This is an optimization exercise on Yosys and OpenROAD, whose aim is small area and a short achievable clock period, not a production implementation. Where RTL was checked, it was by simulation tests only, not by an equivalence proof against the original.

==> run D: inputs <==
==> flow/design.v <==
`default_nettype none
`timescale 1ns/100ps
module acs_unit (
	input  logic                     run,
	input  logic                     decision,
	input  logic [10-1:0] pm_upper,
	input  logic [10-1:0] pm_lower,
	input  logic [6-1:0] bm_upper,
	input  logic [6-1:0] bm_lower,
	output logic [10-1:0] pm_out
);
	logic [10-1:0] pm_sel;
	logic [6-1:0] bm_sel;
	assign pm_sel = decision ? pm_lower : pm_upper;
	assign bm_sel = decision ? bm_lower : bm_upper;
	assign pm_out = run ? pm_sel + {{(10-6){1'b0}}, bm_sel} : '0;
endmodule
`default_nettype wire
`default_nettype none
`timescale 1ns/100ps
module acs_bank (
	input  logic                                       run,
	input  logic [8*6-1:0]                 bm_set,
	input  logic [4*(6+1)-1:0]             bm_delta,
	input  logic [64*10-1:0]   old_metrics,
	input  logic [64-1:0]                 sel,
	output logic [64*10-1:0]   new_metrics,
	output logic [64-1:0]                 decisions
);
	localparam logic [3*32-1:0] BUTTERFLY_LABEL = {
		3'b000, 3'b110, 3'b111, 3'b001, 3'b101, 3'b011, 3'b010, 3'b100,
		3'b010, 3'b100, 3'b101, 3'b011, 3'b111, 3'b001, 3'b000, 3'b110,
		3'b001, 3'b111, 3'b110, 3'b000, 3'b100, 3'b010, 3'b011, 3'b101,
		3'b011, 3'b101, 3'b100, 3'b010, 3'b110, 3'b000, 3'b001, 3'b111
	};
	localparam int DW = 6 + 1;
	logic [4*10-1:0] delta_ext;
	genvar j, l;
	generate
		for (l = 0; l < 4; l++) begin : g_delta
			assign delta_ext[l*10 +: 10] =
				{{(10-DW){bm_delta[l*DW + DW-1]}}, bm_delta[l*DW +: DW]};
		end
		for (j = 0; j < 32; j++) begin : g_bfly
			localparam logic [3-1:0] LBL_DIRECT =
				BUTTERFLY_LABEL[3*(32-1-j) +: 3];
			localparam logic [3-1:0] LBL_CROSS = ~LBL_DIRECT;
			logic [10-1:0] pm_upper;
			logic [10-1:0] pm_lower;
			logic [10-1:0] diff_even;
			logic [10-1:0] diff_odd;
			assign pm_upper = old_metrics[j*10 +: 10];
			assign pm_lower = old_metrics[(j + 32)*10 +: 10];
			if (LBL_DIRECT < 4) begin : g_direct_low
				assign diff_even = pm_lower + delta_ext[LBL_DIRECT*10 +: 10] - pm_upper;
				assign diff_odd = pm_lower - delta_ext[LBL_DIRECT*10 +: 10] - pm_upper;
			end else begin : g_direct_high
				assign diff_even = pm_lower - delta_ext[LBL_CROSS*10 +: 10] - pm_upper;
				assign diff_odd = pm_lower + delta_ext[LBL_CROSS*10 +: 10] - pm_upper;
			end
			assign decisions[2*j] = diff_even[10-1];
			assign decisions[2*j + 1] = diff_odd[10-1];
			acs_unit u_acs_even (
				.run      (run),
				.decision (sel[2*j]),
				.pm_upper (pm_upper),
				.pm_lower (pm_lower),
				.bm_upper (bm_set[LBL_DIRECT*6 +: 6]),
				.bm_lower (bm_set[LBL_CROSS*6 +: 6]),
				.pm_out   (new_metrics[(2*j)*10 +: 10])
			);
			acs_unit u_acs_odd (
				.run      (run),
				.decision (sel[2*j + 1]),
				.pm_upper (pm_upper),
				.pm_lower (pm_lower),
				.bm_upper (bm_set[LBL_CROSS*6 +: 6]),
				.bm_lower (bm_set[LBL_DIRECT*6 +: 6]),
				.pm_out   (new_metrics[(2*j + 1)*10 +: 10])
			);
		end
	endgenerate
endmodule
`default_nettype wire
`default_nettype none
`timescale 1ns/100ps
module path_metric_store (
	input  logic                                     clk,
	input  logic                                     reset_n,
	input  logic [8*6-1:0]               bm_in,
	input  logic [64*10-1:0] new_metrics,
	output logic                                     phase,
	output logic                                     phase_a,
	output logic                                     run,
	output logic [8*6-1:0]               bm_set,
	output logic [4*(6+1)-1:0]           bm_delta,
	output logic [64*10-1:0] old_metrics
);
	always_ff @(posedge clk or negedge reset_n) begin
		if (!reset_n) begin
			phase <= 1'b0;
		end else begin
			phase <= ~phase;
		end
	end
	always_ff @(posedge clk or negedge reset_n) begin
		if (!reset_n) begin
			phase_a <= 1'b1;
		end else begin
			phase_a <= ~phase_a;
		end
	end
	always_ff @(posedge clk or negedge reset_n) begin
		if (!reset_n) begin
			run <= 1'b0;
		end else begin
			run <= 1'b1;
		end
	end
	always_ff @(posedge clk) begin
		if (!phase) begin
			bm_set <= bm_in;
		end
	end
	always_ff @(posedge clk) begin
		if (!phase) begin
			for (int l = 0; l < 4; l++) begin
				bm_delta[l*(6+1) +: 6+1] <=
					{1'b0, bm_in[(7-l)*6 +: 6]} -
					{1'b0, bm_in[l*6 +: 6]};
			end
		end
	end
	always_ff @(posedge clk) begin
		if (!phase) begin
			old_metrics <= new_metrics;
		end
	end
endmodule
`default_nettype wire
`default_nettype none
`timescale 1ns/100ps
module decision_register (
	input  logic                       clk,
	input  logic                       reset_n,
	input  logic                       phase,
	input  logic [64-1:0] decisions,
	output logic [64-1:0] sel_out,
	output logic [64-1:0] sel_int
);
	always_ff @(posedge clk) begin
		if (phase) begin
			sel_int <= decisions;
		end
	end
	always_ff @(posedge clk or negedge reset_n) begin
		if (!reset_n) begin
			sel_out <= '0;
		end else if (phase) begin
			sel_out <= decisions;
		end
	end
endmodule
`default_nettype wire
`default_nettype none
`timescale 1ns/100ps
module viterbi_pmu (
	input  logic                       clk,
	input  logic                       reset_n,
	input  logic [6-1:0]   bm_000,
	input  logic [6-1:0]   bm_001,
	input  logic [6-1:0]   bm_010,
	input  logic [6-1:0]   bm_011,
	input  logic [6-1:0]   bm_100,
	input  logic [6-1:0]   bm_101,
	input  logic [6-1:0]   bm_110,
	input  logic [6-1:0]   bm_111,
	output logic [64-1:0] sel_out,
	output logic                       clk_div2_out
);
	logic [8*6-1:0]                 bm_in;
	logic [8*6-1:0]                 bm_set;
	logic [4*(6+1)-1:0]             bm_delta;
	logic                                       phase;
	logic                                       phase_a;
	logic                                       run;
	logic [64*10-1:0]   old_metrics;
	logic [64*10-1:0]   new_metrics;
	logic [64-1:0]                 decisions;
	logic [64-1:0]                 sel_int;
	assign bm_in = {bm_111, bm_110, bm_101, bm_100, bm_011, bm_010, bm_001, bm_000};
	assign clk_div2_out = phase_a;
	acs_bank u_acs_bank (
		.run         (run),
		.bm_set      (bm_set),
		.bm_delta    (bm_delta),
		.old_metrics (old_metrics),
		.sel         (sel_int),
		.new_metrics (new_metrics),
		.decisions   (decisions)
	);
	path_metric_store u_path_metric_store (
		.clk         (clk),
		.reset_n     (reset_n),
		.bm_in       (bm_in),
		.new_metrics (new_metrics),
		.phase       (phase),
		.phase_a     (phase_a),
		.run         (run),
		.bm_set      (bm_set),
		.bm_delta    (bm_delta),
		.old_metrics (old_metrics)
	);
	decision_register u_decision_register (
		.clk       (clk),
		.reset_n   (reset_n),
		.phase     (phase),
		.decisions (decisions),
		.sel_out   (sel_out),
		.sel_int   (sel_int)
	);
endmodule
`default_nettype wire
==> flow/run.sh <==
#!/bin/bash
# synth_recipe.tcl (not shown) runs the flow's synth.tcl, then flattens the netlist and writes it again
# the make line also repeats each setting of config.mk as NAME=value (left out here)
make -C /OpenROAD-flow-scripts/flow DESIGN_CONFIG=/design/flow/config.mk WORK_HOME=/design/flow/orfs CLKGATE_MAP_FILE= SYNTH_SCRIPT=/design/flow/synth_recipe.tcl finish
==> flow/config.mk <==
export PLATFORM = sky130hd
export DESIGN_NAME = viterbi_pmu
export DESIGN_NICKNAME = viterbi_pmu
export VERILOG_FILES = /design/flow/design.v
export SDC_FILE = /design/flow/constraint.sdc
export NUM_CORES = 4
export LEC_CHECK = 0
export ABC_CLOCK_PERIOD_IN_PS = 3200
export CAP_MARGIN = 20
export CORE_MARGIN = 2
export CORE_UTILIZATION = 40
export SETUP_SLACK_MARGIN = 3.0
export SLEW_MARGIN = 20
==> flow/constraint.sdc <==
create_clock -name core_clock -period 6.2 [get_ports {clk}]
set_input_delay 1.2400 -clock core_clock [delete_from_list [all_inputs] [get_ports {clk}]]
set_output_delay 1.2400 -clock core_clock [all_outputs]
set_load 0.01 [all_outputs]
==> inputs of run B, as changes to run D <==
==> flow/design.v, changed modules only <==
module acs_unit (
	input  logic                     run,
	input  logic                     decision,
	input  logic [10-1:0] pm_upper,
	input  logic [10-1:0] pm_lower,
	input  logic [6-1:0] bm_upper,
	input  logic [6-1:0] bm_lower,
	output logic [10-1:0] pm_out
);
	logic [10-1:0] pm_sel;
	logic [6-1:0] bm_sel;
	always_comb begin
		pm_sel = '0;
		bm_sel = '0;
		if (run) begin
			pm_sel = decision ? pm_lower : pm_upper;
			bm_sel = decision ? bm_lower : bm_upper;
		end
	end
	assign pm_out = pm_sel + {{(10-6){1'b0}}, bm_sel};
endmodule
module acs_bank (
	input  logic                                       run,
	input  logic [8*6-1:0]                 bm_set,
	input  logic [64*10-1:0]   old_metrics,
	input  logic [64-1:0]                 sel,
	output logic [64*10-1:0]   new_metrics,
	output logic [64-1:0]                 decisions
);
	localparam logic [3*32-1:0] BUTTERFLY_LABEL = {
		3'b000, 3'b110, 3'b111, 3'b001, 3'b101, 3'b011, 3'b010, 3'b100,
		3'b010, 3'b100, 3'b101, 3'b011, 3'b111, 3'b001, 3'b000, 3'b110,
		3'b001, 3'b111, 3'b110, 3'b000, 3'b100, 3'b010, 3'b011, 3'b101,
		3'b011, 3'b101, 3'b100, 3'b010, 3'b110, 3'b000, 3'b001, 3'b111
	};
	logic [8*10-1:0] bm_delta;
	genvar j, l;
	generate
		for (l = 0; l < 8; l++) begin : g_delta
			assign bm_delta[l*10 +: 10] =
				{{(10-6){1'b0}}, bm_set[(7-l)*6 +: 6]} -
				{{(10-6){1'b0}}, bm_set[l*6 +: 6]};
		end
		for (j = 0; j < 32; j++) begin : g_bfly
			localparam logic [3-1:0] LBL_DIRECT =
				BUTTERFLY_LABEL[3*(32-1-j) +: 3];
			localparam logic [3-1:0] LBL_CROSS = ~LBL_DIRECT;
			logic [10-1:0] pm_upper;
			logic [10-1:0] pm_lower;
			logic [10-1:0] pm_diff;
			logic [10-1:0] diff_even;
			logic [10-1:0] diff_odd;
			assign pm_upper = old_metrics[j*10 +: 10];
			assign pm_lower = old_metrics[(j + 32)*10 +: 10];
			assign pm_diff = pm_lower - pm_upper;
			assign diff_even = pm_diff + bm_delta[LBL_DIRECT*10 +: 10];
			assign diff_odd = pm_diff + bm_delta[LBL_CROSS*10 +: 10];
			assign decisions[2*j] = diff_even[10-1];
			assign decisions[2*j + 1] = diff_odd[10-1];
			acs_unit u_acs_even (
				.run      (run),
				.decision (sel[2*j]),
				.pm_upper (pm_upper),
				.pm_lower (pm_lower),
				.bm_upper (bm_set[LBL_DIRECT*6 +: 6]),
				.bm_lower (bm_set[LBL_CROSS*6 +: 6]),
				.pm_out   (new_metrics[(2*j)*10 +: 10])
			);
			acs_unit u_acs_odd (
				.run      (run),
				.decision (sel[2*j + 1]),
				.pm_upper (pm_upper),
				.pm_lower (pm_lower),
				.bm_upper (bm_set[LBL_CROSS*6 +: 6]),
				.bm_lower (bm_set[LBL_DIRECT*6 +: 6]),
				.pm_out   (new_metrics[(2*j + 1)*10 +: 10])
			);
		end
	endgenerate
endmodule
module path_metric_store (
	input  logic                                     clk,
	input  logic                                     reset_n,
	input  logic [8*6-1:0]               bm_in,
	input  logic [64*10-1:0] new_metrics,
	output logic                                     phase,
	output logic                                     run,
	output logic [8*6-1:0]               bm_set,
	output logic [64*10-1:0] old_metrics
);
	always_ff @(posedge clk or negedge reset_n) begin
		if (!reset_n) begin
			phase <= 1'b0;
		end else begin
			phase <= ~phase;
		end
	end
	always_ff @(posedge clk or negedge reset_n) begin
		if (!reset_n) begin
			run <= 1'b0;
		end else begin
			run <= 1'b1;
		end
	end
	always_ff @(posedge clk) begin
		if (!phase) begin
			bm_set <= bm_in;
		end
	end
	always_ff @(posedge clk) begin
		if (!phase) begin
			old_metrics <= new_metrics;
		end
	end
endmodule
module decision_register (
	input  logic                       clk,
	input  logic                       reset_n,
	input  logic                       phase,
	input  logic [64-1:0] decisions,
	output logic [64-1:0] sel_out
);
	always_ff @(posedge clk or negedge reset_n) begin
		if (!reset_n) begin
			sel_out <= '0;
		end else if (phase) begin
			sel_out <= decisions;
		end
	end
endmodule
module viterbi_pmu (
	input  logic                       clk,
	input  logic                       reset_n,
	input  logic [6-1:0]   bm_000,
	input  logic [6-1:0]   bm_001,
	input  logic [6-1:0]   bm_010,
	input  logic [6-1:0]   bm_011,
	input  logic [6-1:0]   bm_100,
	input  logic [6-1:0]   bm_101,
	input  logic [6-1:0]   bm_110,
	input  logic [6-1:0]   bm_111,
	output logic [64-1:0] sel_out,
	output logic                       clk_div2_out
);
	logic [8*6-1:0]                 bm_in;
	logic [8*6-1:0]                 bm_set;
	logic                                       phase;
	logic                                       run;
	logic [64*10-1:0]   old_metrics;
	logic [64*10-1:0]   new_metrics;
	logic [64-1:0]                 decisions;
	assign bm_in = {bm_111, bm_110, bm_101, bm_100, bm_011, bm_010, bm_001, bm_000};
	assign clk_div2_out = ~phase;
	acs_bank u_acs_bank (
		.run         (run),
		.bm_set      (bm_set),
		.old_metrics (old_metrics),
		.sel         (sel_out),
		.new_metrics (new_metrics),
		.decisions   (decisions)
	);
	path_metric_store u_path_metric_store (
		.clk         (clk),
		.reset_n     (reset_n),
		.bm_in       (bm_in),
		.new_metrics (new_metrics),
		.phase       (phase),
		.run         (run),
		.bm_set      (bm_set),
		.old_metrics (old_metrics)
	);
	decision_register u_decision_register (
		.clk       (clk),
		.reset_n   (reset_n),
		.phase     (phase),
		.decisions (decisions),
		.sel_out   (sel_out)
	);
endmodule
--- a/flow/config.mk
+++ b/flow/config.mk
@@ -7,3 +7,2 @@
 export LEC_CHECK = 0
-export ABC_CLOCK_PERIOD_IN_PS = 3200
 export CAP_MARGIN = 20
@@ -11,3 +10,2 @@
 export CORE_UTILIZATION = 40
-export SETUP_SLACK_MARGIN = 3.0
 export SLEW_MARGIN = 20
==> inputs of run X, as changes to run D <==
--- a/flow/design.v
+++ b/flow/design.v
@@ -19,2 +19,35 @@
 `default_nettype none
+module acs_compare (
+	input  logic [10-1:0] pm_upper,
+	input  logic [10-1:0] pm_lower,
+	input  logic [10-1:0] delta,
+	output logic                     decision
+);
+	localparam int W = 10;
+	logic [W-1:0] neg_upper;
+	logic [W-1:0] s;
+	logic [W:0]   k;
+	logic [W-2:0] g;
+	logic [W-2:0] p;
+	logic         c_top;
+	assign neg_upper = ~pm_upper;
+	always_comb begin
+		k[0] = 1'b1;
+		for (int i = 0; i < W; i++) begin
+			s[i] = pm_lower[i] ^ neg_upper[i] ^ delta[i];
+			k[i+1] = (pm_lower[i] & neg_upper[i]) | (pm_lower[i] & delta[i]) | (neg_upper[i] & delta[i]);
+		end
+		for (int i = 0; i < W-1; i++) begin
+			g[i] = s[i] & k[i];
+			p[i] = s[i] | k[i];
+		end
+		c_top = 1'b0;
+		for (int i = 0; i < W-1; i++) begin
+			c_top = g[i] | (p[i] & c_top);
+		end
+	end
+	assign decision = s[W-1] ^ k[W-1] ^ c_top;
+endmodule
+`default_nettype wire
+`default_nettype none
 `timescale 1ns/100ps
@@ -23,3 +56,3 @@
 	input  logic [8*6-1:0]                 bm_set,
-	input  logic [4*(6+1)-1:0]             bm_delta,
+	input  logic [8*(6+1)-1:0]             bm_delta,
 	input  logic [64*10-1:0]   old_metrics,
@@ -36,6 +69,6 @@
 	localparam int DW = 6 + 1;
-	logic [4*10-1:0] delta_ext;
+	logic [8*10-1:0] delta_ext;
 	genvar j, l;
 	generate
-		for (l = 0; l < 4; l++) begin : g_delta
+		for (l = 0; l < 8; l++) begin : g_delta
 			assign delta_ext[l*10 +: 10] =
@@ -49,15 +82,16 @@
 			logic [10-1:0] pm_lower;
-			logic [10-1:0] diff_even;
-			logic [10-1:0] diff_odd;
 			assign pm_upper = old_metrics[j*10 +: 10];
 			assign pm_lower = old_metrics[(j + 32)*10 +: 10];
-			if (LBL_DIRECT < 4) begin : g_direct_low
-				assign diff_even = pm_lower + delta_ext[LBL_DIRECT*10 +: 10] - pm_upper;
-				assign diff_odd = pm_lower - delta_ext[LBL_DIRECT*10 +: 10] - pm_upper;
-			end else begin : g_direct_high
-				assign diff_even = pm_lower - delta_ext[LBL_CROSS*10 +: 10] - pm_upper;
-				assign diff_odd = pm_lower + delta_ext[LBL_CROSS*10 +: 10] - pm_upper;
-			end
-			assign decisions[2*j] = diff_even[10-1];
-			assign decisions[2*j + 1] = diff_odd[10-1];
+			acs_compare u_cmp_even (
+				.pm_upper (pm_upper),
+				.pm_lower (pm_lower),
+				.delta    (delta_ext[LBL_DIRECT*10 +: 10]),
+				.decision (decisions[2*j])
+			);
+			acs_compare u_cmp_odd (
+				.pm_upper (pm_upper),
+				.pm_lower (pm_lower),
+				.delta    (delta_ext[LBL_CROSS*10 +: 10]),
+				.decision (decisions[2*j + 1])
+			);
 			acs_unit u_acs_even (
@@ -95,3 +129,3 @@
 	output logic [8*6-1:0]               bm_set,
-	output logic [4*(6+1)-1:0]           bm_delta,
+	output logic [8*(6+1)-1:0]           bm_delta,
 	output logic [64*10-1:0] old_metrics
@@ -126,3 +160,3 @@
 		if (!phase) begin
-			for (int l = 0; l < 4; l++) begin
+			for (int l = 0; l < 8; l++) begin
 				bm_delta[l*(6+1) +: 6+1] <=
@@ -182,3 +216,3 @@
 	logic [8*6-1:0]                 bm_set;
-	logic [4*(6+1)-1:0]             bm_delta;
+	logic [8*(6+1)-1:0]             bm_delta;
 	logic                                       phase;
--- a/flow/config.mk
+++ b/flow/config.mk
@@ -7,7 +7,7 @@
 export LEC_CHECK = 0
-export ABC_CLOCK_PERIOD_IN_PS = 3200
+export ABC_CLOCK_PERIOD_IN_PS = 3000
 export CAP_MARGIN = 20
 export CORE_MARGIN = 2
-export CORE_UTILIZATION = 40
-export SETUP_SLACK_MARGIN = 3.0
+export CORE_UTILIZATION = 60
+export SETUP_SLACK_MARGIN = 3.2
 export SLEW_MARGIN = 20
==> inputs of run A, as changes to run D <==
==> flow/design.v, changed modules only <==
module acs_unit (
	input  logic                     run,
	input  logic                     decision,
	input  logic [10-1:0] pm_upper,
	input  logic [10-1:0] pm_lower,
	input  logic [6-1:0] bm_upper,
	input  logic [6-1:0] bm_lower,
	output logic [10-1:0] pm_out
);
	logic [10-1:0] pm_sel;
	logic [6-1:0] bm_sel;
	always_comb begin
		pm_sel = '0;
		bm_sel = '0;
		if (run) begin
			pm_sel = decision ? pm_lower : pm_upper;
			bm_sel = decision ? bm_lower : bm_upper;
		end
	end
	assign pm_out = pm_sel + {{(10-6){1'b0}}, bm_sel};
endmodule
module path_metric_store (
	input  logic                                     clk,
	input  logic                                     reset_n,
	input  logic [8*6-1:0]               bm_in,
	input  logic [64*10-1:0] new_metrics,
	output logic                                     phase,
	output logic                                     run,
	output logic [8*6-1:0]               bm_set,
	output logic [4*(6+1)-1:0]           bm_delta,
	output logic [64*10-1:0] old_metrics
);
	always_ff @(posedge clk or negedge reset_n) begin
		if (!reset_n) begin
			phase <= 1'b0;
		end else begin
			phase <= ~phase;
		end
	end
	always_ff @(posedge clk or negedge reset_n) begin
		if (!reset_n) begin
			run <= 1'b0;
		end else begin
			run <= 1'b1;
		end
	end
	always_ff @(posedge clk) begin
		if (!phase) begin
			bm_set <= bm_in;
		end
	end
	always_ff @(posedge clk) begin
		if (!phase) begin
			for (int l = 0; l < 4; l++) begin
				bm_delta[l*(6+1) +: 6+1] <=
					{1'b0, bm_in[(7-l)*6 +: 6]} -
					{1'b0, bm_in[l*6 +: 6]};
			end
		end
	end
	always_ff @(posedge clk) begin
		if (!phase) begin
			old_metrics <= new_metrics;
		end
	end
endmodule
module decision_register (
	input  logic                       clk,
	input  logic                       reset_n,
	input  logic                       phase,
	input  logic [64-1:0] decisions,
	output logic [64-1:0] sel_out
);
	always_ff @(posedge clk or negedge reset_n) begin
		if (!reset_n) begin
			sel_out <= '0;
		end else if (phase) begin
			sel_out <= decisions;
		end
	end
endmodule
module viterbi_pmu (
	input  logic                       clk,
	input  logic                       reset_n,
	input  logic [6-1:0]   bm_000,
	input  logic [6-1:0]   bm_001,
	input  logic [6-1:0]   bm_010,
	input  logic [6-1:0]   bm_011,
	input  logic [6-1:0]   bm_100,
	input  logic [6-1:0]   bm_101,
	input  logic [6-1:0]   bm_110,
	input  logic [6-1:0]   bm_111,
	output logic [64-1:0] sel_out,
	output logic                       clk_div2_out
);
	logic [8*6-1:0]                 bm_in;
	logic [8*6-1:0]                 bm_set;
	logic [4*(6+1)-1:0]             bm_delta;
	logic                                       phase;
	logic                                       run;
	logic [64*10-1:0]   old_metrics;
	logic [64*10-1:0]   new_metrics;
	logic [64-1:0]                 decisions;
	assign bm_in = {bm_111, bm_110, bm_101, bm_100, bm_011, bm_010, bm_001, bm_000};
	assign clk_div2_out = ~phase;
	acs_bank u_acs_bank (
		.run         (run),
		.bm_set      (bm_set),
		.bm_delta    (bm_delta),
		.old_metrics (old_metrics),
		.sel         (sel_out),
		.new_metrics (new_metrics),
		.decisions   (decisions)
	);
	path_metric_store u_path_metric_store (
		.clk         (clk),
		.reset_n     (reset_n),
		.bm_in       (bm_in),
		.new_metrics (new_metrics),
		.phase       (phase),
		.run         (run),
		.bm_set      (bm_set),
		.bm_delta    (bm_delta),
		.old_metrics (old_metrics)
	);
	decision_register u_decision_register (
		.clk       (clk),
		.reset_n   (reset_n),
		.phase     (phase),
		.decisions (decisions),
		.sel_out   (sel_out)
	);
endmodule
--- a/flow/config.mk
+++ b/flow/config.mk
@@ -7,3 +7,3 @@
 export LEC_CHECK = 0
-export ABC_CLOCK_PERIOD_IN_PS = 3200
+export ABC_CLOCK_PERIOD_IN_PS = 2800
 export CAP_MARGIN = 20
@@ -11,3 +11,3 @@
 export CORE_UTILIZATION = 40
-export SETUP_SLACK_MARGIN = 3.0
+export SETUP_SLACK_MARGIN = 3.4
 export SLEW_MARGIN = 20
==> impl_metrics.env <==
export IMPL_tap_cell_count=2975
export IMPL_hold_path_depth=1
export IMPL_status="finished clean"
export IMPL_globalplace_congestion=0.990
export IMPL_multi_input_area_um2=58600
export IMPL_drive_above_1_share=0.162
[end of results for run D]
==> impl_metrics.env <==
export IMPL_status="finished clean"
export IMPL_multi_input_area_share=0.567
export IMPL_drv_cap=0
export IMPL_worstPathBufferInverterCount=2
export IMPL_syn_to_final_growth_pct=16.7
export IMPL_drive_above_1_share=0.225
export IMPL_final_setup_skew_ps=46.6
export IMPL_tap_cell_count=1876
export IMPL_multi_input_area_um2=55700
[end of results for run X]
==> impl_metrics.env <==
export IMPL_status="finished clean"
export IMPL_globalplace_congestion=0.994
export IMPL_tap_cell_count=2838
export IMPL_multi_input_area_um2=59200
export IMPL_drive_above_1_share=0.0436
[end of results for run B]
==> impl_metrics.env <==
export IMPL_status="finished clean"
export IMPL_slowest_stage="dfrtp_4"
export IMPL_final_setup_skew_ps=46.8
export IMPL_globalplace_congestion=0.947
export IMPL_synth_compound_area_share=0.0898
export IMPL_multi_input_area_um2=68100
export IMPL_largest_class="multi-input gates"
export IMPL_n_all_buffers=1087
export IMPL_routed_wl_mm=376
[end of results for run A]
Function not checked in run A: the RTL went through the layout flow alone.

[what the ideal ports hide]
In the flow no input, the clock included, has a driving cell. The finished layouts below were timed again as built, in two steps. Step 1, drivers: a clkbuf_16 drives clk and a buf_2 each remaining input, both assumed. Step 2 also shifts input and output timing later by t, the mid clock arrival at the registers, as if the neighbouring blocks saw the same clock. Slacks: ideal / step 1 / step 2; pairs: ideal / step 1.
run	shift t [ns]	slack for setup (ns)	worst hold slack (ns)
run D	0.861	2.991 / 2.977 / 2.703	0.454 / 0.454 / 0.454
run B	0.841	1.414 / 1.414 / 1.414	0.405 / 0.342 / 0.531
run X	0.831	3.085 / 3.085 / 2.674	0.473 / 0.473 / 0.473
run A	0.867	3.151 / 3.151 / 2.729	0.414 / 0.339 / 0.644
After both steps setup and hold are still met in every run listed. For run A, which loses most, drivers alone change the setup slack by 0.000 ns; drivers and shift together by -0.422 ns.
